What follows belongs to an exercise in optimizing a design on an open flow for small area; a production flow would make more cautious choices. Where RTL was checked, it was by simulation tests only, not by an equivalence proof against the original. The RTL of run 7 was laid out without a check of its function. Power is estimated from default activity; no workload was simulated.

## flow/run.sh

```bash
#!/bin/bash
set -euo pipefail
CTS="-sink_clustering_enable -repair_clock_nets -dont_use_dummy_load"
CTS="$CTS -sink_clustering_size 30 -sink_clustering_max_diameter 80"
CTS="$CTS -buf_list {sky130_fd_sc_hd__clkbuf_8 sky130_fd_sc_hd__clkbuf_16}"
bash standard.sh \
  "BUFFER_PORTS_ARGS=-buffer_cell sky130_fd_sc_hd__buf_1" \
  "CTS_ARGS=$CTS" \
  RECOVER_POWER=100 \
  finish > flow_make.log 2>&1
```

## standard.sh

```bash
#!/bin/bash
# synth_recipe.tcl (not shown) runs the flow's synth.tcl, then flattens the netlist and writes it again
# the make line also repeats each setting of config.mk as NAME=value (left out here)
make -C /OpenROAD-flow-scripts/flow DESIGN_CONFIG=/design/flow/config.mk WORK_HOME=/design/flow/orfs CLKGATE_MAP_FILE= SYNTH_SCRIPT=/design/flow/synth_recipe.tcl "${@:-finish}"
```

## config.mk

```make
export PLATFORM = sky130hd
export DESIGN_NAME = regfile_mp
export DESIGN_NICKNAME = regfile_mp
export VERILOG_FILES = /design/flow/design.v
export SDC_FILE = /design/flow/constraint.sdc
export NUM_CORES = 4
export LEC_CHECK = 0
export CAP_MARGIN = 20
export CORE_MARGIN = 2
export CORE_UTILIZATION = 60
export PLACE_DENSITY = 0.7
export SETUP_SLACK_MARGIN = 0.2
export SLEW_MARGIN = 20
export SYNTH_HIERARCHICAL = 1
```

## constraint.sdc

```tcl
create_clock -name core_clock -period 6.0 [get_ports {iClk}]
set_input_delay 1.2000 -clock core_clock [delete_from_list [all_inputs] [get_ports {iClk}]]
set_output_delay 1.2000 -clock core_clock [all_outputs]
set_load 0.01 [all_outputs]
```

## design.v

```verilog
module regfile_mp #(
  parameter int XLEN = 32,
  parameter int NREG = 32,
  parameter int NRD  = 2,
  localparam int AW  = $clog2(NREG)
) (
  input  logic                iClk,
  input  logic                iRstN,
  input  logic                iWriteEn,
  input  logic [AW-1:0]       iRdAddr,
  input  logic [XLEN-1:0]     iWriteData,
  input  logic                iIssueEn,
  input  logic [AW-1:0]       iIssueRd,
  input  logic [NRD-1:0]      iReadEn,
  input  logic [NRD*AW-1:0]   iRsAddr,
  output logic [NRD*XLEN-1:0] oRsData,
  output logic [NRD-1:0]      oRsBusy,
  output logic [NREG-1:0]     oBusyVec
);
  logic [XLEN-1:0] regs_reg [NREG];
  logic [NREG-1:0] busy_reg;
  logic [NREG-1:0] valid_reg;
  logic [NREG-1:0] wr_dec;
  logic [NREG-1:0] iss_dec;
  logic [NREG-1:0] rd_ok;
  always_comb begin
    for (int r = 0; r < NREG; r++) begin
      wr_dec[r]  = iWriteEn && (iRdAddr == AW'(r)) && (r != 0);
      iss_dec[r] = iIssueEn && (iIssueRd == AW'(r)) && (r != 0);
    end
  end
  always_ff @(posedge iClk) begin
    for (int r = 1; r < NREG; r++) begin
      if (wr_dec[r]) regs_reg[r] <= iWriteData;
    end
  end
  always_ff @(posedge iClk or negedge iRstN) begin
    if (!iRstN) begin
      busy_reg  <= '0;
      valid_reg <= '0;
    end else begin
      busy_reg  <= (busy_reg & ~wr_dec) | iss_dec;
      valid_reg <= valid_reg | wr_dec;
    end
  end
  assign oBusyVec = {busy_reg[NREG-1:1], 1'b0};
  assign rd_ok = valid_reg & ~wr_dec;
  genvar gi, gb;
  generate
    for (gi = 0; gi < NRD; gi++) begin : g_rd
      logic [AW-1:0]   rd_addr;
      logic            rd_hit;
      logic            byp;
      logic [NREG-1:0] dsel;
      assign rd_addr = iRsAddr[gi*AW +: AW];
      assign rd_hit  = iReadEn[gi] && (rd_addr != '0);
      assign byp     = iRstN && rd_hit && iWriteEn && (iRdAddr == rd_addr);
      always_comb begin
        for (int r = 0; r < NREG; r++) begin
          dsel[r] = iReadEn[gi] && (rd_addr == AW'(r)) && rd_ok[r];
        end
      end
      assign oRsBusy[gi] = rd_hit && (byp ? (iIssueEn && (iIssueRd == rd_addr))
                                          : busy_reg[rd_addr]);
      for (gb = 0; gb < XLEN; gb++) begin : g_bit
        logic [NREG-1:0] col;
        for (genvar r = 1; r < NREG; r++) begin : g_col
          assign col[r] = regs_reg[r][gb];
        end
        assign col[0] = iWriteData[gb];
        rf_rdbit u_bit (
          .sel ({dsel[NREG-1:1], byp}),
          .d   (col),
          .y   (oRsData[gi*XLEN + gb])
        );
      end
    end
  endgenerate
endmodule
module rf_rdbit (
  input  logic [31:0] sel,
  input  logic [31:0] d,
  output logic        y
);
  logic [9:0] p;
  for (genvar g = 0; g < 10; g++) begin : g_aoi
    rf_aoi222 u (.a1(sel[3*g]), .a2(d[3*g]), .b1(sel[3*g+1]), .b2(d[3*g+1]),
                 .c1(sel[3*g+2]), .c2(d[3*g+2]), .y(p[g]));
  end
  logic [1:0] t;
  rf_nand2 u_t0 (.a(sel[30]), .b(d[30]), .y(t[0]));
  rf_nand2 u_t1 (.a(sel[31]), .b(d[31]), .y(t[1]));
  logic [2:0] q;
  rf_nand4 u_n0 (.a(p[0]), .b(p[1]), .c(p[2]), .d(p[3]), .y(q[0]));
  rf_nand4 u_n1 (.a(p[4]), .b(p[5]), .c(p[6]), .d(p[7]), .y(q[1]));
  rf_nand4 u_n2 (.a(p[8]), .b(p[9]), .c(t[0]), .d(t[1]), .y(q[2]));
  rf_or3   u_o  (.a(q[0]), .b(q[1]), .c(q[2]), .y(y));
endmodule
module rf_aoi222 (input logic a1, a2, b1, b2, c1, c2, output logic y);
  assign y = ~((a1 & a2) | (b1 & b2) | (c1 & c2));
endmodule
module rf_nand4 (input logic a, b, c, d, output logic y);
  assign y = ~(a & b & c & d);
endmodule
module rf_nand2 (input logic a, b, output logic y);
  assign y = ~(a & b);
endmodule
module rf_or3 (input logic a, b, c, output logic y);
  assign y = a | b | c;
endmodule
```

==> results.tsv, run 1 <==
metric	value	unit
wl_per_cell	38.8	um
drv_cap	51	
synth_edf_count	992	
grt_use_total	0.392	
hp-class	reg -> reg	
syn_nets	2551	
antenna_found_initial	19	
routed_wl	147000	um
endpoint_kind	output port	
vdd_drop_max	0.341	mV
die-area	0.0727	mm2
rsz0062_at_grt	false	
drt_iter0_markers	8614	
start_kind	input pin	
synth_cell_types	50	
synthArstFlopShare	0.0588	
instances_no_fill	3775	
grt_pass1_vias	29965	
place_congestion	0.997	
core_area	0.0699	mm2
ys_ff_latch	1054	
die_height	270	um
cts_buffers	46	
vias_per_cell	8.39	
overflow	0	
dp_hpwl	89100	um
multi_input_area	0.0111	mm2
crit_required	4.80	ns
io_pins	156	
n_fill_cell	4897	
synth.cell_area	0.0423	mm2
crit_buf_inv	4	
preCtsSetupSlack	0.475	ns
leakage	14.5	nW
violatedChecks	capacitance limit, slew limit	
syn-instance-count	2493	
cts_root_buffer	clkbuf_16	
synth_top_area_frac	0.704	
timing.slew.headroom	-1.03	
syn_to_final_growth	10.2	%
ant_nets	0	
ys_seq_area_frac	0.741	
worstSkewPairLatency	0.60	ns
cts_setup_buffers	0	
crit_arrival	4.63	ns
fin_crit	5.83	ns
drc	0	
total_power	0.0128	W
p_per_area	274	mW/mm2
dpl_cell_area	0.0457	mm2
clk_path_buf_depth	3	
fin_crit_sh	0.972	
seqCellArea	0.0313	mm2
tritoncts	built	
syn_avg_cell_area	17.0	um2
firstDrtPassIters	13	
path_cells	clkbuf_1 -> clkbuf_1 -> nor2b_1 -> nand3b_1 -> nor3_2 -> buf_4 -> a222oi_1 -> nand4_1 -> or3_1 -> buf_1	
ys.flop_type	edfxtp_1	
netlist_top_cells_area	edfxtp_1 70%, a222oi_1 15%, dfrtp_1 3.7%	
setup_viol	0	
io_buffers	154	
grt_max_degree	37	
drive_above_1_share	0.0830	
vias	31669	
slowest_delay	0.99	ns
grt_first_pass_wirelength	207000	um
setup_ws	0.169	ns
crit_type	in -> out	
yosys_warnings	8	
crit_family	simple AND/OR/NAND/NOR gates	
largest_register_ffs	992	
status	finished with violations	
tightestPinTransition	3.04	ns
cts_sinks	1054	
setup_tns	0	ns
finalHoldViolations	0	
fin_area	0.0466	mm2
clk_pin_slew	0.07	ns
nets	2891	
row_count	97	
fin_skew	0	ns
htree_levels	2	
die_x	270	um
placed_cells	3725	
synth_top_area_cell	edfxtp_1	
path_common_cell	clkbuf_1	
worst-path-max-fanout	17	
crit_path_top_delay_cell	nor3_2	
report.final.slew_viol_count	1708	
start_util	0.605	
fmax	172	MHz
## per-stage QoR
step                 util  hold WS (ns)
global route        0.667         0.482
global placement    0.653         0.449
detailed placement  0.653         0.451
finish              0.667         0.472
floorplan               -         0.433
CTS                 0.670         0.472
## worst paths after layout
kind | to | slack, ns | startpoint | cells past startpoint
max | oRsData[51] | 0.17 | iRsAddr[9] | 10
min | valid_reg[2] | 0.47 | valid_reg[2] | 1
max reg2reg | busy_reg[18] | 5.21 | busy_reg[18] | 2
min reg2reg | valid_reg[2] | 0.47 | valid_reg[2] | 1
max in group asynchronous | busy_reg[29] | 3.18 | iRstN | 2
min in group asynchronous | valid_reg[6] | 1.20 | iRstN | 2
## cell families after synthesis
family,Yosys count,share of synthesized area
other,1,0.0000886
and+or+nand+nor,647,0.0797
muxes,19,0.00881
xor gates and xnor gates,20,0.00414
DFF,1054,0.741
AOI/OAI and AO/OA,687,0.160
buffers and inverters,65,0.00654
## modules after synthesis, one instance, submodules excluded, excerpt
module	flops+latches	times used	cell area (um2)	cells inside
regfile_mp	1054	1	33800	1469
rf_aoi222	0	640	10.0	1
rf_nand2	0	128	3.75	1
rf_nand4	0	192	6.26	1
rf_or3	0	64	6.26	1
## routing by layer
layer  global-route usage  wire (um)  up-vias
met5               0.0112        197        -
met1                0.544      49200    15593
li1                     -          -    12390
met4                0.151       6350       16
met3                0.129      26500      484
met2                0.581      64400     3186
## cells in the mapped netlist, types with 2 or more instances
library cell and count:
nand3b_1 5, inv_2 5, nand4b_1 2, a31oi_1 3
xor2_1 16, nand2b_1 37, o31ai_1 5, mux2_4 2
and3_1 2, a222oi_1 640, nor4_1 11, a32o_1 7
buf_6 3, a22o_1 8, o21ai_0 7, mux4_1 5
nor2_1 18, inv_1 33, edfxtp_1 992, nor2b_1 11
buf_2 5, mux2i_1 2, xnor2_1 4, mux4_2 7
dfrtp_1 62, o21ai_1 5, or2_1 8, clkbuf_1 17
mux2_2 2, a2111oi_0 2, nand2_1 223, nand3_1 7
nand4_1 199, nor3_1 59, or3_1 64
## layout by cell type, fill, tap and decap left out, drive strengths merged, types with 11 or more instances in the layout
cell type and count:
nand2b 37, or3 64, nor4 11, dfrtp 62, o21ai 12, xor2 16, nand4 199, buf 244
inv 26, nor2b 11, nor3 59, nand2 223, edfxtp 992, mux4 12, a222oi 640, clkinv 11
clkbuf 121, nor2 18
## report_power, final
part	internal [W]	total, W	switching [W]
sequential	0.00822	0.00835	0.000127
combinational	0.000279	0.000934	0.000656
clock	0.00138	0.00350	0.00212
total	0.00988	0.0128	0.00291
## what timing repair did
| action | in CTS | in global routing |
|---|---|---|
| hold buffers | 0 | 0 |
| gates resized for setup | 0 | 2 |
| setup endpoints to repair | 0 | 5 |
## area by class of cell
cell class                      instances  area share
Antenna cell                            4    0.000215
Clock buffer                           46      0.0247
Inverter                               38     0.00309
Multi-Input combinational cell       1374       0.237
Sequential cell                      1054       0.672
Tap cell                              940      0.0252
Timing Repair Buffer                  319      0.0375
==> inputs of run 2 (changes only) <==
--- a/config.mk
+++ b/config.mk
@@ -8,6 +8,6 @@
 export CAP_MARGIN = 20
 export CORE_MARGIN = 2
-export CORE_UTILIZATION = 60
-export PLACE_DENSITY = 0.7
+export CORE_UTILIZATION = 70
+export PLACE_DENSITY = 0.8
 export SETUP_SLACK_MARGIN = 0.2
 export SLEW_MARGIN = 20
==> run 2 against run 1 <==
  * The layout still fails its checks (capacitance limit, slew limit)
  * Utilization rose by 11 points
  * Global-route usage rose by 6.8 points
  * Worst hold slack got worse by 0.0029 ns
  * Count of clock-buffer cells in the layout fell by 2
  * Critical endpoint is now oRsData[7]
  * Largest cell class unchanged
==> results.tsv, run 2 <==
metric	value	unit	change
synth_edf_count	992		unchanged
netlist_top_cells_area	edfxtp_1 70%, a222oi_1 15%, dfrtp_1 3.7%		unchanged
dpl_cell_area	0.0456	mm2	was 0.0457 mm2
status	finished with violations		unchanged
report.final.slew_viol_count	1682		was 1,708
clk_path_buf_depth	3		unchanged
setup_viol	0		unchanged
syn-instance-count	2493		unchanged
crit_type	in -> out		unchanged
io_buffers	154		unchanged
ys_ff_latch	1054		unchanged
ys.flop_type	edfxtp_1		unchanged
tritoncts	built		unchanged
met2_length	63000	um	was 64,400 um
final_core_util	0.774		was 0.667
fin_hold_ws	0.470	ns	was 0.472 ns
row_count	90		was 97
finalHoldViolations	0		unchanged
overflow	0		unchanged
drt_iter0_markers	9175		was 8,614
endpoint_kind	output port		unchanged
firstDrtPassIters	15		was 13
die_x	250	um	was 270 um
crit_family	simple AND/OR/NAND/NOR gates		unchanged
die_height	250	um	was 270 um
routed_wl	146000	um	was 147,000 um
fmax	170	MHz	was 172 MHz
crit_required	4.80	ns	about the same
cts_sinks	1054		unchanged
clockPowerShare	0.270		was 0.274
synth.cell_area	0.0423	mm2	unchanged
fin_crit	5.88	ns	was 5.83 ns
nets	2902		was 2,891
drc	0		unchanged
core_area	0.0600	mm2	was 0.0699 mm2
fin_crit_sh	0.980		was 0.972
p_comb_frac	0.075		was 0.073
crit_arrival	4.68	ns	was 4.63 ns
mostFrequentLayoutCell	edfxtp_1		unchanged
syn_to_final_growth	9.77	%	was 10.2%
timing.slew.headroom	-0.948		was -1.03
grt_pass1_vias	31711		was 29,965
violatedChecks	capacitance limit, slew limit		unchanged
cts_setup_buffers	0		unchanged
swShare	0.230		was 0.227
p_per_area	275	mW/mm2	was 274 mW/mm2
cts_root_buffer	clkbuf_16		unchanged
p_sw	0.00293	W	was 0.00291 W
die-area	0.0624	mm2	was 0.0727 mm2
antenna_found_initial	20		was 19
htree_levels	2		unchanged
hold_buffers	0		unchanged
grt_max_degree	40		was 37
synth.most_common_cell	edfxtp_1		unchanged
netlist_top_cells_count	992 x edfxtp_1, 640 x a222oi_1, 223 x nand2_1		unchanged
io_pins	156		unchanged
clk_pin_slew	0.08	ns	was 0.07 ns
synth_top_area_frac	0.704		unchanged
vdd_drop_max	0.403	mV	was 0.341 mV
start_util	0.705		was 0.605
setup_tns	0	ns	unchanged
wl_met3	29700	um	was 26,500 um
grt_use_total	0.460		was 0.392
crit_path_top_delay_cell	nor2_2		was nor3_2
vias_per_cell	9.05		was 8.39
met1_length	43900	um	was 49,200 um
ys_seq_area_frac	0.741		unchanged
largest_register_ffs	992		unchanged
cts_resized	0		unchanged
syn_nets	2551		unchanged
final_cell_mix	992 x edfxtp_1, 640 x a222oi_1, 223 x nand2_1, 199 x nand4_1, 135 x buf_1		was 992 x edfxtp_1, 640 x a222oi_1, 223 x nand2_1, 199 x nand4_1, 131 x buf_1
grt_first_pass_wirelength	208000	um	was 207,000 um
rsz0062_at_grt	false		unchanged
slowest_delay	0.83	ns	was 0.99 ns
synth_top_area_cell	edfxtp_1		unchanged
drv_cap	50		was 51
fin_skew	0	ns	unchanged
tightestPinTransition	2.92	ns	was 3.04 ns
worst-path-max-fanout	11		was 17
yosys_warnings	8		unchanged
place_congestion	1.07		was 0.997
drive_above_1_share	0.0830		about the same
worstSkewPairLatency	0.61	ns	was 0.60 ns
syn_avg_cell_area	17.0	um2	unchanged
synthArstFlopShare	0.0588		unchanged
ant_nets	0		unchanged
wl_per_cell	40.3	um	was 38.8 um
hp-class	reg -> reg		unchanged
power_frac_seq	0.655		was 0.653
leakage	14.5	nW	about the same
vias	32850		was 31,669
dp_hpwl	89700	um	was 89,100 um
path_cells	clkbuf_1 -> buf_4 -> xor2_1 -> nor4_1 -> nand4_1 -> nor2_2 -> buf_4 -> a222oi_1 -> nand4_1 -> or3_1 -> buf_1		was clkbuf_1 -> clkbuf_1 -> nor2b_1 -> nand3b_1 -> nor3_2 -> buf_4 -> a222oi_1 -> nand4_1 -> or3_1 -> buf_1
synth_cell_types	50		unchanged
start_kind	input pin		unchanged
p_int	0.00983	W	was 0.00988 W
cts_buffers	44		was 46
maxUsedRoutingLayer	met5		unchanged
crit_buf_inv	4		unchanged
fin_area	0.0464	mm2	was 0.0466 mm2
==> run 2: cell counts after synthesis <==
Identical to the previous run, type by type.
==> run 2: path summary, 6_finish.rpt <==
check                             start             to  slack, ns  depth (start not counted)
max                          iRsAddr[3]     oRsData[7]       0.12                         11
min                        valid_reg[5]   valid_reg[5]       0.47                          1
max reg2reg                 busy_reg[1]    busy_reg[1]       5.12                          1
min reg2reg                valid_reg[5]   valid_reg[5]       0.47                          1
max in group asynchronous         iRstN  valid_reg[24]       2.73                          2
min in group asynchronous         iRstN   busy_reg[30]       0.61                          1
==> run 2: power groups by stage <==
stage                     combinational (W)  clock (W)  sequential, W
final                              0.000950    0.00345        0.00836
after global routing               0.000975    0.00364        0.00837
after CTS                          0.000911    0.00340        0.00834
after detailed placement           0.000908          0        0.00850
after global placement             0.000884          0        0.00849
after floorplan                    0.000403          0        0.00848
==> run 2: cell families after synthesis <==
| logic type | count (synthesis) | synth area share |
|---|---|---|
| other | 1 | 0.0000886 |
| buffers and inverters | 65 | 0.00654 |
| multiplexers | 19 | 0.00881 |
| AND/OR/NAND/NOR | 647 | 0.0797 |
| AO/OA/AOI/OAI | 687 | 0.160 |
| flip-flops | 1054 | 0.741 |
| XOR/XNOR | 20 | 0.00414 |
==> run 2: stage by stage <==
| stage | cells | setup WS (ns) | total power [W] |
|---|---|---|---|
| 5_1_grt | 3624 | 0.197 | 0.0130 |
| 4_1_cts | 3624 | 0.614 | 0.0126 |
| 6_report | 3630 | 0.121 | 0.0128 |
| 2_1_floorplan | 2493 | 0.244 | 0.00889 |
| 3_3_place_gp | 3578 | 0.633 | 0.00937 |
| 3_5_place_dp | 3580 | 0.630 | 0.00941 |
==> run 2: per-layer routing <==
| metal | global-route usage | up-vias |
|---|---|---|
| met1 | 0.620 | 15540 |
| met4 | 0.221 | 12 |
| li1 | - | 12426 |
| met5 | 0 | - |
| met2 | 0.675 | 4049 |
| met3 | 0.166 | 823 |
==> run 2: modules after synthesis (local to each module, per instance), excerpt <==
module | cell area [um2] | copies in the design
rf_nand4 | 6.26 | 192
rf_aoi222 | 10.0 | 640
rf_or3 | 6.26 | 64
regfile_mp | 33800 | 1
rf_nand2 | 3.75 | 128
==> run 2: layout make-up <==
| type | instances | area, um2 |
|---|---|---|
| clock buffers | 44 | 1100 |
| fillers | 3457 | 13600 |
| well taps | 782 | 978 |
| multi-input cells | 1374 | 11100 |
| flip-flops and latches | 1054 | 31300 |
| inverters | 38 | 143 |
| diodes | 6 | 15.0 |
| repair buffers | 332 | 1780 |
==> inputs of run 3 (changes only) <==
--- a/flow/run.sh
+++ b/flow/run.sh
@@ -7,4 +7,3 @@
   "BUFFER_PORTS_ARGS=-buffer_cell sky130_fd_sc_hd__buf_1" \
   "CTS_ARGS=$CTS" \
-  RECOVER_POWER=100 \
   finish > flow_make.log 2>&1
==> run 3 against run 2 <==
  * The run now finishes clean
  * Clock skew is the same
  * Worst hold slack about the same
  * Sequential power barely moved
  * Final cell count unchanged
  * Register-to-register slack hardly changed
  * Cell area rose by 0.56%
  * Clock power barely moved
  * Critical path type unchanged
  * Largest power group unchanged
  * Highest routed layer unchanged
==> results.tsv, run 3 <==
metric	value	unit	change
syn_nets	2551		unchanged
placed_cells	3580		unchanged
p_per_area	273	mW/mm2	was 275 mW/mm2
drc	0		unchanged
timing.slew.headroom	0.252		was -0.948
row_count	90		unchanged
synth_top_area_cell	edfxtp_1		unchanged
place_congestion	1.07		unchanged
instances_no_fill	3630		unchanged
cts_buffers	44		unchanged
largest_register_ffs	992		unchanged
firstDrtPassIters	14		was 15
hp-class	reg -> reg		unchanged
fin_crit_sh	0.942		was 0.980
grt_use_total	0.460		unchanged
leakage	14.8	nW	was 14.5 nW
fmax	177	MHz	was 170 MHz
clk_pin_slew	0.08	ns	about the same
netlist_top_cells_count	992 x edfxtp_1, 640 x a222oi_1, 223 x nand2_1		unchanged
synth.most_common_cell	edfxtp_1		unchanged
io_pins	156		unchanged
die_x	250	um	unchanged
endpoint_kind	output port		unchanged
cts_root_buffer	clkbuf_16		unchanged
crit_arrival	4.45	ns	was 4.68 ns
grt_pass1_vias	31711		unchanged
clk_path_buf_depth	3		unchanged
worstSkewPairLatency	0.62	ns	was 0.61 ns
cts_resized	0		unchanged
die_height	250	um	unchanged
netlist_top_cells_area	edfxtp_1 70%, a222oi_1 15%, dfrtp_1 3.7%		unchanged
syn-instance-count	2493		unchanged
overflow	0		unchanged
vias	32841		was 32,850
crit_path_top_delay_cell	or3_1		was nor2_2
mostFrequentLayoutCell	edfxtp_1		unchanged
ys.flop_type	edfxtp_1		unchanged
worstReg2RegStart	busy_reg[1]		unchanged
startpoint	iRdAddr[4]		was iRsAddr[3]
io_buffers	154		unchanged
dp_hpwl	89700	um	unchanged
seqCellArea	0.0313	mm2	unchanged
status	no timing/DRC/antenna violations		was finished with violations
start_kind	input pin		unchanged
rsz0062_at_grt	false		unchanged
report.final.slew_viol_count	0		was 1,682
synth_cell_types	50		unchanged
synthArstFlopShare	0.0588		unchanged
ys_seq_area_frac	0.741		unchanged
slowest_delay	0.55	ns	was 0.83 ns
ant_nets	0		unchanged
syn_avg_cell_area	17.0	um2	unchanged
worst-path-max-fanout	32		was 11
crit_required	4.80	ns	about the same
synth_edf_count	992		unchanged
min_from	valid_reg[5]		unchanged
multi_input_area	0.0111	mm2	about the same
synth_top_area_frac	0.704		unchanged
antenna_found_initial	20		unchanged
routed_wl	146000	um	about the same
grt_first_pass_wirelength	208000	um	unchanged
die-area	0.0624	mm2	unchanged
htree_levels	2		unchanged
fin_skew	0	ns	unchanged
nets	2902		unchanged
vias_per_cell	9.05		about the same
ys_ff_latch	1054		unchanged
tritoncts	built		unchanged
yosys_warnings	8		unchanged
path_cells	buf_1 -> nand2b_1 -> nor3_1 -> nand2_1 -> nand2_1 -> nor3_2 -> buf_4 -> a222oi_1 -> nand4_1 -> or3_1 -> buf_1		was clkbuf_1 -> buf_4 -> xor2_1 -> nor4_1 -> nand4_1 -> nor2_2 -> buf_4 -> a222oi_1 -> nand4_1 -> or3_1 -> buf_1
synth.cell_area	0.0423	mm2	unchanged
drv_cap	0		was 50
finalHoldViolations	0		unchanged
cts_sinks	1054		unchanged
grt_max_degree	40		unchanged
tightestPinTransition	1.12	ns	was 2.92 ns
final_cell_mix	992 x edfxtp_1, 640 x a222oi_1, 223 x nand2_1, 199 x nand4_1, 168 x buf_4		was 992 x edfxtp_1, 640 x a222oi_1, 223 x nand2_1, 199 x nand4_1, 135 x buf_1
hold_buffers	0		unchanged
wl_per_cell	40.3	um	about the same
n_fill_cell	3363		was 3,457
drive_above_1_share	0.108		was 0.0830
cts_setup_buffers	0		unchanged
drt_iter0_markers	9610		was 9,175
vdd_drop_max	0.410	mV	was 0.403 mV
fin_crit	5.65	ns	was 5.88 ns
setup_tns	0	ns	unchanged
syn_to_final_growth	10.4	%	was 9.77%
core_area	0.0600	mm2	unchanged
crit_type	in -> out		unchanged
setup_viol	0		unchanged
start_util	0.705		unchanged
==> run 3: cell counts after synthesis <==
No cell type changed its count.
==> run 3: layout make-up <==
cell class	instances	share of cell area
tap	782	0.0210
inverter	38	0.00305
clock buffer	44	0.0236
antenna	6	0.000322
timing repair buffer	332	0.0436
multi-input combinational	1374	0.237
sequential	1054	0.671
==> run 3: metrics by stage <==
| stage | worst slack (ns) | area [um2] | hold WS, ns | utilization | total power (W) |
|---|---|---|---|---|---|
| final | 0.349 | 46700 | 0.470 | 0.778 | 0.0128 |
| after global routing | 0.321 | 46700 | 0.477 | 0.778 | 0.0130 |
| after CTS | 0.614 | 46700 | 0.473 | 0.777 | 0.0126 |
| after detailed placement | 0.630 | 45600 | 0.452 | 0.759 | 0.00941 |
| after global placement | 0.633 | 45500 | 0.449 | 0.759 | 0.00937 |
| after floorplan | 0.244 | 42300 | 0.433 | - | 0.00889 |
==> run 3: final timing paths <==
| path | end | slack, ns | depth (start not counted) |
|---|---|---|---|
| setup / recovery | oRsData[7] | 0.35 | 11 |
| hold / removal | valid_reg[5] | 0.47 | 1 |
| setup reg to reg | busy_reg[1] | 5.12 | 1 |
| hold reg to reg | valid_reg[5] | 0.47 | 1 |
| max in group asynchronous | valid_reg[24] | 4.34 | 2 |
| min in group asynchronous | busy_reg[30] | 0.59 | 1 |
==> run 3: logic make-up (layout without fill, tap and decap cells) <==
logic type,Yosys count,in the layout,synth area share
flops,1054,1054,0.741
buf+inv,65,414,0.00654
compound gates,687,687,0.160
xor+xnor,20,20,0.00414
mux,19,19,0.00881
simple gates,647,647,0.0797
other cells,1,7,0.0000886
==> run 3: critical path: cells and delay by family <==
kind / cells / cell delay [ns]
AO/OA/AOI/OAI: 1 / 0.45
buffers and inverters: 3 / 0.60
AND/OR/NAND/NOR: 7 / 2.16
==> run 3: per-layer routing <==
metal / vias to the layer above / track usage / wire [um] / part of all wire
li1: 12427 / - / - / -
met1: 15586 / 0.620 / 44500 / 0.30
met2: 3974 / 0.675 / 62900 / 0.43
met3: 842 / 0.166 / 28900 / 0.20
met4: 12 / 0.221 / 9830 / 0.067
met5: - / 0 / 77 / 0.00053
==> run 3: Yosys stat by module (local to each module, per instance), excerpt <==
module / cells / flip-flops and latches / cell area [um2] / copies in the design
regfile_mp: 1469 / 1054 / 33800 / 1
rf_aoi222: 1 / 0 / 10.0 / 640
rf_nand4: 1 / 0 / 6.26 / 192
rf_or3: 1 / 0 / 6.26 / 64
rf_nand2: 1 / 0 / 3.75 / 128
==> run 3: report_power, final <==
group          switching, W  internal, W
Combinational      0.000671     0.000292
Sequential         0.000135      0.00821
Clock               0.00213      0.00132
Total               0.00294      0.00983
==> inputs of run 4 (changes only) <==
--- a/config.mk
+++ b/config.mk
@@ -8,6 +8,6 @@
 export CAP_MARGIN = 20
 export CORE_MARGIN = 2
-export CORE_UTILIZATION = 70
-export PLACE_DENSITY = 0.8
+export CORE_UTILIZATION = 60
+export PLACE_DENSITY = 0.7
 export SETUP_SLACK_MARGIN = 0.2
 export SLEW_MARGIN = 20
==> run 4 against run 3 <==
  * Still clean
  * Clock skew unchanged
  * Via count decreased by 4.1%
  * Non-clock buffer count decreased by 13
  * Synthesized cell count unchanged
  * Sequential cell count unchanged
  * Final cell count increased by 3.9%
  * Worst setup slack got worse by 0.10 ns
  * Utilization decreased by 11 points
  * Total power increased by 0.16%
  * Cell area increased by 0.29%
  * Critical path type unchanged
  * Critical endpoint is now oRsData[15]
  * Largest cell class unchanged
  * Largest power group unchanged
==> results.tsv, run 4 <==
metric	value	unit	change
timing.slew.headroom	0.197		was 0.252
crit_type	in -> out		unchanged
cts_sinks	1054		unchanged
start_util	0.605		was 0.705
overflow	0		unchanged
netlist_top_cells_count	992 x edfxtp_1, 640 x a222oi_1, 223 x nand2_1		unchanged
dp_hpwl	89100	um	was 89,700 um
hold_buffers	0		unchanged
drv_cap	0		unchanged
cts_root_buffer	clkbuf_16		unchanged
core_area	0.0699	mm2	was 0.0600 mm2
place_congestion	0.997		was 1.07
fin_crit	5.75	ns	was 5.65 ns
wl_per_cell	38.8	um	was 40.3 um
synth_edf_count	992		unchanged
grt_first_pass_wirelength	207000	um	was 208,000 um
clk_path_buf_depth	3		unchanged
worst-path-max-fanout	16		was 32
tritoncts	built		unchanged
p_per_area	273	mW/mm2	about the same
start_kind	input pin		unchanged
tightestPinTransition	1.20	ns	was 1.12 ns
synth.cell_area	0.0423	mm2	unchanged
mostFrequentLayoutCell	edfxtp_1		unchanged
grt_max_degree	37		was 40
die-area	0.0727	mm2	was 0.0624 mm2
syn_avg_cell_area	17.0	um2	unchanged
synth_top_area_frac	0.704		unchanged
dpl_cell_area	0.0457	mm2	was 0.0456 mm2
setup_viol	0		unchanged
setup_tns	0	ns	unchanged
io_buffers	154		unchanged
firstDrtPassIters	15		was 14
fin_skew	0	ns	unchanged
row_count	97		was 90
drive_above_1_share	0.111		was 0.108
grt_use_total	0.392		was 0.460
grt_pass1_vias	29965		was 31,711
die_x	270	um	was 250 um
ys_ff_latch	1054		unchanged
vias_per_cell	8.35		was 9.05
vias	31501		was 32,841
crit_arrival	4.55	ns	was 4.45 ns
routed_wl	147000	um	was 146,000 um
leakage	14.7	nW	was 14.8 nW
synth_top_area_cell	edfxtp_1		unchanged
met2_length	64400	um	was 62,900 um
report.final.slew_viol_count	0		unchanged
syn-instance-count	2493		unchanged
yosys_warnings	8		unchanged
synth_cell_types	50		unchanged
cts_setup_buffers	0		unchanged
hp-class	reg -> reg		unchanged
ant_nets	0		unchanged
clk_pin_slew	0.07	ns	was 0.08 ns
largest_register_ffs	992		unchanged
status	no timing/DRC/antenna violations		unchanged
finalHoldViolations	0		unchanged
antenna_found_initial	20		unchanged
endpoint_kind	output port		unchanged
synthArstFlopShare	0.0588		unchanged
synth.most_common_cell	edfxtp_1		unchanged
worstSkewPairLatency	0.60	ns	was 0.62 ns
rsz0062_at_grt	false		unchanged
final_cell_mix	992 x edfxtp_1, 640 x a222oi_1, 223 x nand2_1, 199 x nand4_1, 155 x buf_4		was 992 x edfxtp_1, 640 x a222oi_1, 223 x nand2_1, 199 x nand4_1, 168 x buf_4
ys.flop_type	edfxtp_1		unchanged
met1_length	49100	um	was 44,500 um
nets	2891		was 2,902
syn_to_final_growth	10.7	%	was 10.4%
fmax	174	MHz	was 177 MHz
io_pins	156		unchanged
fin_area	0.0468	mm2	was 0.0467 mm2
htree_levels	2		unchanged
fin_crit_sh	0.959		was 0.942
ys_seq_area_frac	0.741		unchanged
vdd_drop_max	0.340	mV	was 0.410 mV
maxUsedRoutingLayer	met5		unchanged
drt_iter0_markers	8655		was 9,610
cts_resized	0		unchanged
drc	0		unchanged
wl_met3	26400	um	was 28,900 um
netlist_top_cells_area	edfxtp_1 70%, a222oi_1 15%, dfrtp_1 3.7%		unchanged
crit_required	4.80	ns	about the same
syn_nets	2551		unchanged
cts_buffers	46		was 44
die_height	270	um	was 250 um
## run 4: area by class of cell
| type | instances | area, um2 |
|---|---|---|
| Antenna cell | 2 | 5.00 |
| Clock buffer | 46 | 1150 |
| Fill cell | 4845 | 23100 |
| Inverter | 38 | 144 |
| Multi-Input combinational cell | 1374 | 11100 |
| Sequential cell | 1054 | 31300 |
| Tap cell | 940 | 1180 |
| Timing Repair Buffer | 319 | 1950 |
## run 4: metrics by stage
step	cells	power, W	hold slack [ns]	util	worst slack, ns
6_report	3773	0.0128	0.472	0.670	0.246
5_1_grt	3771	0.0131	0.482	0.670	0.209
4_1_cts	3771	0.0127	0.472	0.670	0.456
3_5_place_dp	3725	0.00941	0.451	0.653	0.475
3_3_place_gp	3725	0.00938	0.449	0.653	0.432
2_1_floorplan	2493	0.00889	0.433	-	0.244
## run 4: final timing paths
path,startpoint,to,slack (ns),depth (start not counted)
max,iRsAddr[4],oRsData[15],0.25,9
max in group asynchronous,iRstN,busy_reg[29],4.84,2
max reg2reg,busy_reg[1],busy_reg[1],5.21,1
min,valid_reg[8],valid_reg[8],0.47,1
min reg2reg,valid_reg[8],valid_reg[8],0.47,1
min in group asynchronous,iRstN,valid_reg[10],0.67,2
## run 4: metal layers
| metal | global-route usage | up-vias |
|---|---|---|
| li1 | - | 12392 |
| met1 | 0.544 | 15472 |
| met2 | 0.581 | 3137 |
| met3 | 0.129 | 480 |
| met4 | 0.151 | 20 |
| met5 | 0.0112 | - |
## run 4: worst max-delay path, cell delays in order
cell and delay, ns:
buf_1 0.19, nor2b_1 0.39, nand3b_1 0.37, nor3_2 1.06, buf_4 0.44, a222oi_1 0.18, nand4_1 0.35, or3_1 0.20
buf_1 0.16
## run 4: where the power goes
group	internal (W)	switching (W)	leakage [nW]	total (W)
clock	0.00138	0.00212	0.567	0.00349
sequential	0.00821	0.000128	9.67	0.00834
combinational	0.000291	0.000658	4.44	0.000949
total	0.00988	0.00290	14.7	0.0128
## run 4: kinds of logic (layout without fill, tap and decap cells)
logic type	count (synthesis)	count (layout)	share of synthesized area
xor+xnor	20	20	0.00414
buf+inv	65	403	0.00654
simple gates	647	647	0.0797
mux	19	19	0.00881
flops	1054	1054	0.741
other cells	1	3	0.0000886
compound gates	687	687	0.160
## run 4: Yosys stat by module, one instance, submodules excluded, a selection
module,copies in the design,cells inside,area (um2)
regfile_mp,1,1469,33800
rf_nand2,128,1,3.75
rf_or3,64,1,6.26
rf_nand4,192,1,6.26
rf_aoi222,640,1,10.0
==> inputs of run 5 (changes only) <==
==> run.sh (new file) <==
#!/bin/bash
# synth_recipe.tcl (not shown) runs the flow's synth.tcl, then flattens the netlist and writes it again
# the make line also repeats each setting of config.mk as NAME=value (left out here)
make -C /OpenROAD-flow-scripts/flow DESIGN_CONFIG=/design/flow/config.mk WORK_HOME=/design/flow/orfs CLKGATE_MAP_FILE= SYNTH_SCRIPT=/design/flow/synth_recipe.tcl finish
--- a/config.mk
+++ b/config.mk
@@ -9,6 +9,7 @@
 export CORE_MARGIN = 2
 export CORE_UTILIZATION = 60
+export CTS_BUF_LIST = sky130_fd_sc_hd__clkbuf_4 sky130_fd_sc_hd__clkbuf_8
 export PLACE_DENSITY = 0.7
-export SETUP_SLACK_MARGIN = 0.2
+export SETUP_SLACK_MARGIN = 0
 export SLEW_MARGIN = 20
 export SYNTH_HIERARCHICAL = 1
removed: flow/run.sh
removed: standard.sh
==> run 5 against run 4 <==
  * Synthesized area stayed put
  * Worst setup slack worse by 0.31 ns
  * Count of clock-buffer cells in the layout is 179 higher
  * Register-to-register slack hardly changed
  * Sequential cell count stayed put
  * Clock skew stayed put
  * The layout now fails its checks (setup timing)
  * Total power is 23% higher
  * Via count is 7.5% higher
  * Critical path depth stayed put
  * Utilization is 6.9 points higher
  * Synthesized cell count stayed put
==> results.tsv, run 5 <==
metric	value	unit	change
crit_family	buffers and inverters		was simple AND/OR/NAND/NOR gates
wl_per_cell	38.6	um	was 38.8 um
worstReg2RegStart	busy_reg[1]		unchanged
ys_ff_latch	1054		unchanged
ys.flop_type	edfxtp_1		unchanged
syn_avg_cell_area	17.0	um2	unchanged
ant_nets	0		unchanged
finalHoldViolations	0		unchanged
mostFrequentLayoutCell	edfxtp_1		unchanged
worst-path-max-fanout	19		was 16
overflow	0		unchanged
leakage	17.1	nW	was 14.7 nW
crit_arrival	4.87	ns	was 4.55 ns
netlist_top_cells_count	992 x edfxtp_1, 640 x a222oi_1, 223 x nand2_1		unchanged
clk_pin_slew	0.06	ns	was 0.07 ns
syn_nets	2551		unchanged
io_pins	156		unchanged
placed_cells	3852		was 3,725
netlist_top_cells_area	edfxtp_1 70%, a222oi_1 15%, dfrtp_1 3.7%		unchanged
htree_levels	4		was 2
tightestPinTransition	1.23	ns	was 1.20 ns
grt_max_degree	39		was 37
synth_top_area_cell	edfxtp_1		unchanged
syn-instance-count	2493		unchanged
largest_register_ffs	992		unchanged
drt_iter0_markers	9636		was 8,655
vias_per_cell	8.15		was 8.35
worstSkewPairLatency	0.82	ns	was 0.60 ns
firstDrtPassIters	12		was 15
synth.most_common_cell	edfxtp_1		unchanged
crit_type	in -> out		unchanged
hold_buffers	0		unchanged
drv_cap	0		unchanged
core_area	0.0699	mm2	unchanged
total_power	0.0157	W	was 0.0128 W
vias	33863		was 31,501
cts_root_buffer	clkbuf_8		was clkbuf_16
path_cells	clkdlybuf4s50_1 -> buf_4 -> nand2_1 -> nor3_2 -> buf_4 -> nand2_1 -> nand4_1 -> or3_1 -> clkdlybuf4s50_1		was buf_1 -> nor2b_1 -> nand3b_1 -> nor3_2 -> buf_4 -> a222oi_1 -> nand4_1 -> or3_1 -> buf_1
worstRegToRegCells	1		unchanged
crit_path_top_delay_cell	nor3_2		unchanged
startpoint	iRsAddr[5]		was iRsAddr[4]
cts_sinks	1054		unchanged
die_height	270	um	unchanged
p_per_area	304	mW/mm2	was 273 mW/mm2
tritoncts	built		unchanged
crit_required	4.80	ns	about the same
hp-class	reg -> reg		unchanged
drive_above_1_share	0.208		was 0.111
syn_to_final_growth	22.1	%	was 10.7%
crit_path_end	oRsData[50]		was oRsData[15]
clk_path_buf_depth	3		unchanged
die_x	270	um	unchanged
die-area	0.0727	mm2	unchanged
fin_skew	0	ns	unchanged
synthArstFlopShare	0.0588		unchanged
rsz0062_at_grt	false		unchanged
vdd_drop_max	0.237	mV	was 0.340 mV
nets	3141		was 2,891
dp_hpwl	98200	um	was 89,100 um
fin_hold_ws	0.467	ns	was 0.472 ns
fin_crit_sh	1.01		was 0.959
setup_tns	-0.302	ns	was 0 ns
r2r_slack	5.22	ns	was 5.21 ns
crit_buf_inv	4		was 3
place_congestion	0.978		was 0.997
drc	0		unchanged
cp.depth	9		unchanged
synth_cell_types	50		unchanged
routed_wl	160000	um	was 147,000 um
grt_pass1_vias	33365		was 29,965
endpoint_kind	output port		unchanged
cts_buffers	165		was 46
setup_ws	-0.0658	ns	was 0.246 ns
reg2reg_to	busy_reg[1]		unchanged
violatedChecks	setup timing		
synth_top_area_frac	0.704		unchanged
start_kind	input pin		unchanged
synth_edf_count	992		unchanged
report.final.slew_viol_count	0		unchanged
slowest_delay	0.97	ns	was 1.06 ns
fin_crit	6.07	ns	was 5.75 ns
antenna_found_initial	18		was 20
final_cell_mix	992 x edfxtp_1, 640 x a222oi_1, 235 x buf_4, 222 x nand2_1, 199 x nand4_1		was 992 x edfxtp_1, 640 x a222oi_1, 223 x nand2_1, 199 x nand4_1, 155 x buf_4
instances_no_fill	4153		was 3,773
grt_first_pass_wirelength	227000	um	was 207,000 um
start_util	0.605		unchanged
yosys_warnings	8		unchanged
ys_seq_area_frac	0.741		unchanged
timing.slew.headroom	0.179		was 0.197
grt_use_total	0.435		was 0.392
fmax	165	MHz	was 174 MHz
setup_viol	9		was 0
row_count	97		unchanged
synth.cell_area	0.0423	mm2	unchanged
io_buffers	154		unchanged
status	finished with violations		was no timing/DRC/antenna violations
==> run 5: cell counts after synthesis <==
No cell type changed its count.
==> run 5: final cells by class <==
| type | instances | area [um2] |
|---|---|---|
| clock buffer | 225 | 2740 |
| antenna | 4 | 10.0 |
| inverter | 38 | 143 |
| fill | 4333 | 18200 |
| clock inverter | 68 | 564 |
| tap | 940 | 1180 |
| timing repair buffer | 450 | 4520 |
| multi-input combinational | 1374 | 11200 |
| sequential | 1054 | 31300 |
==> run 5: cell families after synthesis <==
kind of cell / after synthesis / share of synthesized area
AND/OR/NAND/NOR: 647 / 0.0797
flip-flops: 1054 / 0.741
AO/OA/AOI/OAI: 687 / 0.160
buffers and inverters: 65 / 0.00654
multiplexers: 19 / 0.00881
XOR/XNOR: 20 / 0.00414
other: 1 / 0.0000886
==> run 5: timing repair <==
action | CTS | global route
endpoints found under the setup margin | 34 | 59
hold endpoints to repair | 0 | 0
setup buffers | 0 | 1
pin swaps | 3 | 5
resized for setup | 2 | 27
==> run 5: metrics by stage <==
stage          area (um2)   util  worst slack (ns)
2_1_floorplan       42300      -           0.00771
3_3_place_gp        48100  0.688            -0.147
3_5_place_dp        48200  0.689            -0.169
4_1_cts             51500  0.736          -0.00773
5_1_grt             51700  0.739           0.00625
6_report            51700  0.739           -0.0658
==> run 5: metal layers <==
| layer | GRT usage | wire length, um |
|---|---|---|
| met1 | 0.578 | 52700 |
| met2 | 0.630 | 69000 |
| met3 | 0.180 | 30600 |
| met4 | 0.200 | 8110 |
| met5 | 0.00197 | 65 |
==> run 5: power by group <==
| group | switching, W | internal, W | leakage [nW] |
|---|---|---|---|
| Combinational | 0.000700 | 0.000484 | 5.74 |
| Sequential | 0.000128 | 0.00823 | 9.67 |
| Clock | 0.00283 | 0.00332 | 1.74 |
| Total | 0.00366 | 0.0120 | 17.1 |
==> run 5: worst min path at each step <==
stage	from	end	slack, ns	cells past startpoint
floorplan	valid_reg[23]	valid_reg[23]	0.43	1
global placement	valid_reg[31]	valid_reg[31]	0.45	1
detailed placement	valid_reg[23]	valid_reg[23]	0.45	1
CTS	iRstN	valid_reg[20]	0.43	2
global route	iRstN	valid_reg[23]	0.47	2
finish	valid_reg[9]	valid_reg[9]	0.47	1
==> run 5: Yosys stat by module (local to each module, per instance), excerpt <==
module / cells inside / cell area [um2]
regfile_mp: 1469 / 33800
rf_aoi222: 1 / 10.0
rf_nand4: 1 / 6.26
rf_or3: 1 / 6.26
rf_nand2: 1 / 3.75
==> inputs of run 6 (changes only) <==
--- a/config.mk
+++ b/config.mk
@@ -6,10 +6,11 @@
 export NUM_CORES = 4
 export LEC_CHECK = 0
-export CAP_MARGIN = 20
+export CAP_MARGIN = 10
 export CORE_MARGIN = 2
 export CORE_UTILIZATION = 60
 export CTS_BUF_LIST = sky130_fd_sc_hd__clkbuf_4 sky130_fd_sc_hd__clkbuf_8
+export GPL_TIMING_DRIVEN = 0
 export PLACE_DENSITY = 0.7
 export SETUP_SLACK_MARGIN = 0
-export SLEW_MARGIN = 20
+export SLEW_MARGIN = 10
 export SYNTH_HIERARCHICAL = 1
==> run 6 against run 5 <==
  * Still fails the layout checks on setup timing
  * Register-to-register slack got worse by 0.11 ns
  * Sequential cell count did not move
  * Synthesized area did not move
  * Largest cell class unchanged
==> results.tsv, run 6 <==
metric	value	unit	change
status	finished with violations		unchanged
violatedChecks	setup timing		unchanged
p_per_area	301	mW/mm2	was 304 mW/mm2
setup_ws	-0.0433	ns	was -0.0658 ns
io_buffers	149		was 154
hp-class	in -> async		was reg -> reg
place_congestion	1.04		was 0.978
fmax	165	MHz	about the same
leakage	17.5	nW	was 17.1 nW
nets	3142		was 3,141
synth_top_family_by_area	compound AO/OA/AOI/OAI gates		unchanged
io_pins	156		unchanged
syn_avg_cell_area	17.0	um2	unchanged
mostFrequentLayoutCell	edfxtp_1		unchanged
row_count	97		unchanged
wl_per_cell	37.0	um	was 38.6 um
drive_above_1_share	0.227		was 0.208
synth_cell_types	50		unchanged
cts_buffers	166		was 165
finalHoldViolations	0		unchanged
fin_hold_ws	0.161	ns	was 0.467 ns
worst-path-max-fanout	10		was 19
clockPowerShare	0.389		was 0.392
swShare	0.237		was 0.233
core_area	0.0699	mm2	unchanged
synth_xor_area_frac	0.00414		unchanged
die_x	270	um	unchanged
worstReg2RegStart	busy_reg[1]		unchanged
fin_crit_sh	1.01		about the same
r2r_slack	5.11	ns	was 5.22 ns
vdd_drop_max	0.280	mV	was 0.237 mV
start_util	0.605		unchanged
netlist_top_cells_area	edfxtp_1 70%, a222oi_1 15%, dfrtp_1 3.7%		unchanged
reg2reg_to	busy_reg[1]		unchanged
syn-instance-count	2493		unchanged
overflow	0		unchanged
placed_cells	3826		was 3,852
synth_top_area_frac	0.704		unchanged
setup_viol	2		was 9
grt_first_pass_wirelength	217000	um	was 227,000 um
fin_skew	0	ns	unchanged
ys_seq_area_frac	0.741		unchanged
firstDrtPassIters	13		was 12
grt_use_total	0.414		was 0.435
synth_edf_count	992		unchanged
clk_pin_slew	0.06	ns	about the same
antenna_found_initial	11		was 18
synth_compound_area_frac	0.160		unchanged
tightestPinTransition	1.35	ns	was 1.23 ns
worstSkewPairLatency	0.83	ns	was 0.82 ns
grt_max_degree	60		was 39
fin_crit	6.04	ns	was 6.07 ns
instances_no_fill	4153		unchanged
synth-adder-area-share	0		unchanged
ant_nets	0		unchanged
synth.most_common_cell	edfxtp_1		unchanged
preCtsSetupSlack	-0.607	ns	was -0.169 ns
tritoncts	built		unchanged
p_sw	0.00369	W	was 0.00366 W
crit_arrival	4.84	ns	was 4.87 ns
clk_path_buf_depth	3		unchanged
htree_levels	4		unchanged
dp_hpwl	107000	um	was 98,200 um
largest_register_ffs	992		unchanged
vias	33465		was 33,863
ys_ff_latch	1054		unchanged
synth_top_area_cell	edfxtp_1		unchanged
rsz0062_at_grt	true		was false
ys.flop_type	edfxtp_1		unchanged
crit_required	4.80	ns	about the same
crit_type	in -> out		unchanged
synthArstFlopShare	0.0588		unchanged
netlist_top_cells_count	992 x edfxtp_1, 640 x a222oi_1, 223 x nand2_1		unchanged
syn_to_final_growth	22.6	%	was 22.1%
yosys.area_share.simple	0.0797		unchanged
setup_tns	-0.0486	ns	was -0.302 ns
total_power	0.0156	W	was 0.0157 W
endpoint_kind	output port		unchanged
worstRegToRegCells	1		unchanged
drv_cap	0		unchanged
grt_pass1_vias	32461		was 33,365
drt_iter0_markers	8565		was 9,636
final_cell_mix	992 x edfxtp_1, 640 x a222oi_1, 210 x nand2_1, 199 x nand4_1, 170 x clkbuf_8		was 992 x edfxtp_1, 640 x a222oi_1, 235 x buf_4, 222 x nand2_1, 199 x nand4_1
synth.cell_area	0.0423	mm2	unchanged
syn_nets	2551		unchanged
report.final.slew_viol_count	0		unchanged
cts_sinks	1054		unchanged
start_kind	input pin		unchanged
timing.slew.headroom	0.100		was 0.179
vias_per_cell	8.06		was 8.15
yosys_warnings	8		unchanged
power_frac_seq	0.536		was 0.533
die-area	0.0727	mm2	unchanged
cts_root_buffer	clkbuf_8		unchanged
p_int	0.0119	W	was 0.0120 W
drc	0		unchanged
p_comb_frac	0.075		about the same
routed_wl	154000	um	was 160,000 um
die_height	270	um	unchanged
synth.area.mux_share	0.00881		unchanged
run 6: power by group through the flow:
| stage | registers, W | logic, W | clock network (W) |
|---|---|---|---|
| floorplan | 0.00848 | 0.000401 | 0 |
| global placement | 0.00850 | 0.000981 | 0 |
| detailed placement | 0.00851 | 0.00106 | 0 |
| CTS | 0.00836 | 0.00110 | 0.00608 |
| global route | 0.00838 | 0.00120 | 0.00643 |
| finish | 0.00837 | 0.00116 | 0.00607 |
run 6: repair_timing:
| action | in CTS | in global routing |
|---|---|---|
| gates resized for setup | 86 | 48 |
| setup buffers | 18 | 15 |
| hold buffers | 0 | 0 |
| pin swaps | 24 | 27 |
| cloned | 0 | 0 |
| endpoints found under the setup margin | 62 | 55 |
run 6: cell families (layout without fill, tap and decap cells):
group,count (synthesis),in the layout
DFF,1054,1054
AOI/OAI and AO/OA,687,687
and+or+nand+nor,647,647
buffers and inverters,65,784
xor gates and xnor gates,20,20
muxes,19,19
other,1,2
run 6: worst max-delay path, stage by stage:
cell             delay, ns
clkdlybuf4s50_1       0.50
clkbuf_2              0.31
nor2b_2               0.13
nand3b_1              0.16
buf_12                0.16
nor3_4                0.08
buf_4                 0.23
buf_4                 0.21
a222oi_1              0.42
nand4_1               0.41
or3_1                 0.52
clkdlybuf4s50_1       0.50
run 6: Yosys stat by module (local to each module, per instance), a selection:
module      cells inside  copies in the design  area (um2)  flip-flops and latches
rf_or3                 1                    64        6.26                       0
rf_aoi222              1                   640        10.0                       0
rf_nand4               1                   192        6.26                       0
rf_nand2               1                   128        3.75                       0
regfile_mp          1469                     1       33800                    1054
run 6: layout make-up:
cell class | count | area, um2
antenna | 1 | 2.50
buffer | 23 | 155
clock buffer | 231 | 2800
clock inverter | 65 | 495
fill | 4294 | 18000
inverter | 38 | 143
multi-input combinational | 1374 | 11500
sequential | 1054 | 31300
tap | 940 | 1180
timing repair buffer | 427 | 4260
run 6: per-layer routing:
metal,up-vias,track usage,part of all wire,wire length (um)
met5,-,0,0.00014,21
met4,4,0.207,0.056,8590
met3,678,0.136,0.17,25400
met2,3476,0.633,0.45,69400
met1,16266,0.536,0.33,50100
li1,13041,-,-,-
run 6: how the worst max path moves through the flow:
stage                     depth (start not counted)  slack [ns]  startpoint     endpoint
after floorplan                                   8       0.008  iRsAddr[0]   oRsData[0]
after global placement                            9       -5.61  iRsAddr[2]  oRsData[25]
after detailed placement                         10       -0.61  iRsAddr[2]  oRsData[25]
after CTS                                        10       0.005  iRsAddr[9]  oRsData[50]
after global routing                             12      -0.009  iRdAddr[3]  oRsData[23]
final                                            12       -0.04  iRsAddr[4]  oRsData[26]
run 6: stage by stage:
stage	instance area [um2]	utilization
floorplan	42300	-
global placement	45000	0.643
detailed placement	47800	0.684
CTS	51600	0.738
global route	51900	0.742
finish	51900	0.742
==> inputs of run 7 (changes only) <==
--- a/design.v
+++ b/design.v
@@ -23,5 +23,4 @@
   logic [NREG-1:0] wr_dec;
   logic [NREG-1:0] iss_dec;
-  logic [NREG-1:0] rd_ok;
   always_comb begin
     for (int r = 0; r < NREG; r++) begin
@@ -44,23 +43,29 @@
     end
   end
-  assign oBusyVec = {busy_reg[NREG-1:1], 1'b0};
-  assign rd_ok = valid_reg & ~wr_dec;
+  assign oBusyVec = iRstN ? {busy_reg[NREG-1:1], 1'b0} : '0;
   genvar gi, gb;
   generate
     for (gi = 0; gi < NRD; gi++) begin : g_rd
       logic [AW-1:0]   rd_addr;
-      logic            rd_hit;
+      logic            rd_en;
       logic            byp;
+      logic [NREG-1:0] sel;
       logic [NREG-1:0] dsel;
+      logic            rd_busy;
       assign rd_addr = iRsAddr[gi*AW +: AW];
-      assign rd_hit  = iReadEn[gi] && (rd_addr != '0);
-      assign byp     = iRstN && rd_hit && iWriteEn && (iRdAddr == rd_addr);
+      assign rd_en   = iRstN && iReadEn[gi];
+      assign byp     = rd_en && iWriteEn && (iRdAddr == rd_addr) && (rd_addr != '0);
       always_comb begin
         for (int r = 0; r < NREG; r++) begin
-          dsel[r] = iReadEn[gi] && (rd_addr == AW'(r)) && rd_ok[r];
+          sel[r]  = rd_en && !byp && (rd_addr == AW'(r)) && (r != 0);
+          dsel[r] = sel[r] && valid_reg[r];
         end
       end
-      assign oRsBusy[gi] = rd_hit && (byp ? (iIssueEn && (iIssueRd == rd_addr))
-                                          : busy_reg[rd_addr]);
+      always_comb begin
+        rd_busy = byp && iIssueEn && (iIssueRd == rd_addr);
+        for (int r = 1; r < NREG; r++) begin
+          rd_busy = rd_busy | (sel[r] && busy_reg[r]);
+        end
+      end
       for (gb = 0; gb < XLEN; gb++) begin : g_bit
         logic [NREG-1:0] col;
@@ -75,4 +80,5 @@
         );
       end
+      assign oRsBusy[gi] = rd_busy;
     end
   endgenerate
==> config.mk (replaced) <==
export PLATFORM = sky130hd
export DESIGN_NAME = regfile_mp
export DESIGN_NICKNAME = regfile_mp
export VERILOG_FILES = /design/flow/design.v
export SDC_FILE = /design/flow/constraint.sdc
export NUM_CORES = 4
export LEC_CHECK = 0
export CAP_MARGIN = 20
export CORE_MARGIN = 2
export CORE_UTILIZATION = 40
export SETUP_SLACK_MARGIN = 0.3
export SLEW_MARGIN = 20
export SYNTH_HIERARCHICAL = 1
==> run 7 against run 6 <==
  * The run now finishes clean
  * Sequential share of layout area shrank 2.5 points
  * Maximum frequency increased by 7.3%
  * Sequential cell count unchanged
  * Wire length is 16% higher
  * Cell area rose by 4.3%
  * Worst setup slack better by 0.41 ns
  * Die area grew 51%
  * Clock skew unchanged
  * Largest power group unchanged
==> results.tsv, run 7 <==
metric	value	unit	change
core_area	0.106	mm2	was 0.0699 mm2
synth_edf_count	992		unchanged
row_count	119		was 97
wl_per_cell	38.6	um	was 37.0 um
grt_max_degree	56		was 60
drv_cap	0		unchanged
start_util	0.404		was 0.605
syn_avg_cell_area	16.7	um2	was 17.0 um2
place_congestion	0.954		was 1.04
netlist_top_cells_count	992 x edfxtp_1, 640 x a222oi_1, 198 x nand4_1		was 992 x edfxtp_1, 640 x a222oi_1, 223 x nand2_1
clk_path_buf_depth	3		unchanged
synthArstFlopShare	0.0588		unchanged
finalHoldViolations	0		unchanged
drc	0		unchanged
syn-instance-count	2553		was 2,493
clk_pin_slew	0.06	ns	about the same
crit_required	4.80	ns	about the same
power_frac_seq	0.524		was 0.536
nets	3198		was 3,142
setup_viol	0		was 2
p_int	0.0124	W	was 0.0119 W
p_comb_frac	0.055		was 0.075
die_x	331	um	was 270 um
worst-path-max-fanout	7		was 10
syn_nets	2611		was 2,551
fin_crit_sh	0.939		was 1.01
netlist_top_cells_area	edfxtp_1 70%, a222oi_1 15%, dfrtp_1 3.6%		was edfxtp_1 70%, a222oi_1 15%, dfrtp_1 3.7%
grt_use_total	0.320		was 0.414
start_kind	input pin		unchanged
firstDrtPassIters	14		was 13
fin_crit	5.63	ns	was 6.04 ns
routed_wl	179000	um	was 154,000 um
drive_above_1_share	0.224		was 0.227
fin_skew	0	ns	unchanged
syn_to_final_growth	26.8	%	was 22.6%
grt_first_pass_wirelength	248000	um	was 217,000 um
p_per_area	296	mW/mm2	was 301 mW/mm2
synth.cell_area	0.0427	mm2	was 0.0423 mm2
mostFrequentLayoutCell	edfxtp_1		unchanged
grt.met2_usage	0.494		was 0.633
cts_buffers	107		was 166
vias	34266		was 33,465
status	no timing/DRC/antenna violations		was finished with violations
fmax	178	MHz	was 165 MHz
yosys_warnings	8		unchanged
swShare	0.223		was 0.237
fin_hold_ws	0.379	ns	was 0.161 ns
io_pins	156		unchanged
synth.most_common_cell	edfxtp_1		unchanged
tightestPinTransition	1.23	ns	was 1.35 ns
worstSkewPairLatency	0.69	ns	was 0.83 ns
ant_nets	0		unchanged
leakage	17.9	nW	was 17.5 nW
antenna_found_initial	7		was 11
drt_iter0_markers	8285		was 8,565
report.final.slew_viol_count	0		unchanged
hp-class	in -> async		unchanged
die-area	0.109	mm2	was 0.0727 mm2
ys.flop_type	edfxtp_1		unchanged
crit_arrival	4.43	ns	was 4.84 ns
cts_sinks	1054		unchanged
ys_seq_area_frac	0.734		was 0.741
ys_ff_latch	1054		unchanged
timing.slew.headroom	0.179		was 0.100
dp_hpwl	114000	um	was 107,000 um
die_height	331	um	was 270 um
setup_tns	0	ns	was -0.0486 ns
htree_levels	3		was 4
clockPowerShare	0.421		was 0.389
synth_top_area_cell	edfxtp_1		unchanged
io_buffers	154		was 149
overflow	0		unchanged
largest_register_ffs	992		unchanged
tritoncts	built		unchanged
grt_use_met1	0.397		was 0.536
crit_type	in -> out		unchanged
grt.met3_usage	0.0912		was 0.136
p_sw	0.00357	W	was 0.00369 W
n_fill_cell	8501		was 4,294
synth_cell_types	62		was 50
endpoint_kind	output port		unchanged
vdd_drop_max	0.262	mV	was 0.280 mV
grt_pass1_vias	33736		was 32,461
rsz0062_at_grt	false		was true
gr-max-usage-layer	met2		unchanged
cts_root_buffer	clkbuf_16		was clkbuf_8
vias_per_cell	7.41		was 8.06
r2r_slack	5.16	ns	was 5.11 ns
synth_top_area_frac	0.698		was 0.704
final_cell_mix	992 x edfxtp_1, 640 x a222oi_1, 244 x buf_4, 198 x nand4_1, 168 x nand2_1		was 992 x edfxtp_1, 640 x a222oi_1, 210 x nand2_1, 199 x nand4_1, 170 x clkbuf_8
==> run 7: path summary, 6_finish.rpt <==
check	startpoint	endpoint	cells after the start
setup / recovery	iRdAddr[2]	oRsData[20]	13
hold / removal	iRstN	valid_reg[21]	1
setup reg to reg	valid_reg[18]	valid_reg[18]	1
hold reg to reg	valid_reg[5]	valid_reg[5]	1
max in group asynchronous	iRstN	valid_reg[22]	2
min in group core_clock	valid_reg[5]	valid_reg[5]	1
==> run 7: logic make-up after synthesis <==
family | share of synthesized area
buffers and inverters | 0.00657
multiplexers | 0.00352
other | 0.0000878
XOR/XNOR | 0.00369
flip-flops | 0.734
AO/OA/AOI/OAI | 0.166
AND/OR/NAND/NOR | 0.0861
==> run 7: what timing repair did <==
| item | CTS | global route |
|---|---|---|
| endpoints found under the setup margin | 63 | 64 |
| hold buffers | 0 | 0 |
| cloned | 1 | 1 |
| buffers inserted | 9 | 4 |
| pin swaps | 186 | 69 |
| gates resized for setup | 227 | 46 |
==> run 7: metrics by stage <==
step	cells	util	setup slack [ns]	power, W	cell area, um2
final	4626	0.513	0.367	0.0160	54100
after global routing	4624	0.513	0.302	0.0164	54100
after CTS	4618	0.511	0.124	0.0160	54000
after detailed placement	4407	0.474	-0.258	0.00938	50000
after global placement	4407	0.474	-0.357	0.00935	50000
after floorplan	2553	-	0.459	0.00880	42700
==> run 7: per-module statistics from Yosys (local to each module, per instance), a selection <==
module      cells  area, um2
rf_nand4        1       6.26
rf_or3          1       6.26
rf_aoi222       1       10.0
regfile_mp   1529      34200
rf_nand2        1       3.75
==> run 7: routing by layer <==
metal / vias to the layer above / share of wire
li1: 13258 / -
met1: 17015 / 0.34
met2: 3249 / 0.45
met3: 736 / 0.14
met4: 8 / 0.071
met5: - / 0.00032
==> run 7: layout make-up <==
class / instances / area, um2 / area share
multi-input cells: 1436 / 11700 / 0.217
well taps: 1391 / 1740 / 0.0322
clock buffers: 134 / 2840 / 0.0525
flip-flops and latches: 1054 / 31300 / 0.579
repair buffers: 517 / 5660 / 0.105
diodes: 3 / 7.51 / 0.000139
inverters: 24 / 91.3 / 0.00169
clock inverters: 67 / 697 / 0.0129
==> run 7: power by group through the flow <==
stage / combinational [W] / sequential [W] / clock, W
2_1_floorplan: 0.000344 / 0.00845 / 0
5_1_grt: 0.000923 / 0.00839 / 0.00706
3_3_place_gp: 0.000838 / 0.00851 / 0
6_report: 0.000884 / 0.00838 / 0.00674
4_1_cts: 0.000862 / 0.00837 / 0.00676
3_5_place_dp: 0.000856 / 0.00852 / 0
==> run 7: worst max-delay path, stage by stage <==
cell and delay, ns:
dlygate4sd2_1 0.29, xnor2_1 0.20, nand3_2 0.18, o41ai_4 0.34, buf_4 0.19, nor3_1 0.08, buf_4 0.16, and3_4 0.22
bufbuf_16 0.30, a222oi_1 0.33, nand4_1 0.26, or3_4 0.45, clkdlybuf4s15_2 0.24

[what the ideal ports hide]
In the flow no input, the clock included, has a driving cell. The finished layouts below were timed again as built, in two steps. Step 1 assumes that a clkbuf_16 drives the clock port and a buf_2 every other input. Step 2, shift: input delay + t, output delay - t, t = (earliest + latest rising clock arrival at the registers) / 2. This alone moves slack from input paths to output paths. Three values: ideal ports, drivers, drivers and shift; two values: the first two.
run	shift t [ns]	setup WS [ns]	worst setup path at the end	clock arrival spread, ns
run 1	0.680	0.169 / 0.144 / 0.144	input to output	0.068 / 0.068
run 2	0.688	0.121 / 0.097 / 0.097	input to output	0.071 / 0.071
run 3	0.689	0.349 / 0.327 / 0.327	input to output	0.072 / 0.072
run 4	0.681	0.246 / 0.220 / 0.220	input to output	0.069 / 0.069
run 5	0.879	-0.066 / -0.099 / -0.099	input to output	0.032 / 0.033
run 6	0.891	-0.043 / -0.072 / -0.072	input to output	0.049 / 0.048
run 7	0.758	0.367 / 0.348 / 0.348	input to output	0.040 / 0.040
The setup slack of run 5, which loses most, moves by -0.033 ns with the drivers and by -0.033 ns with both steps.
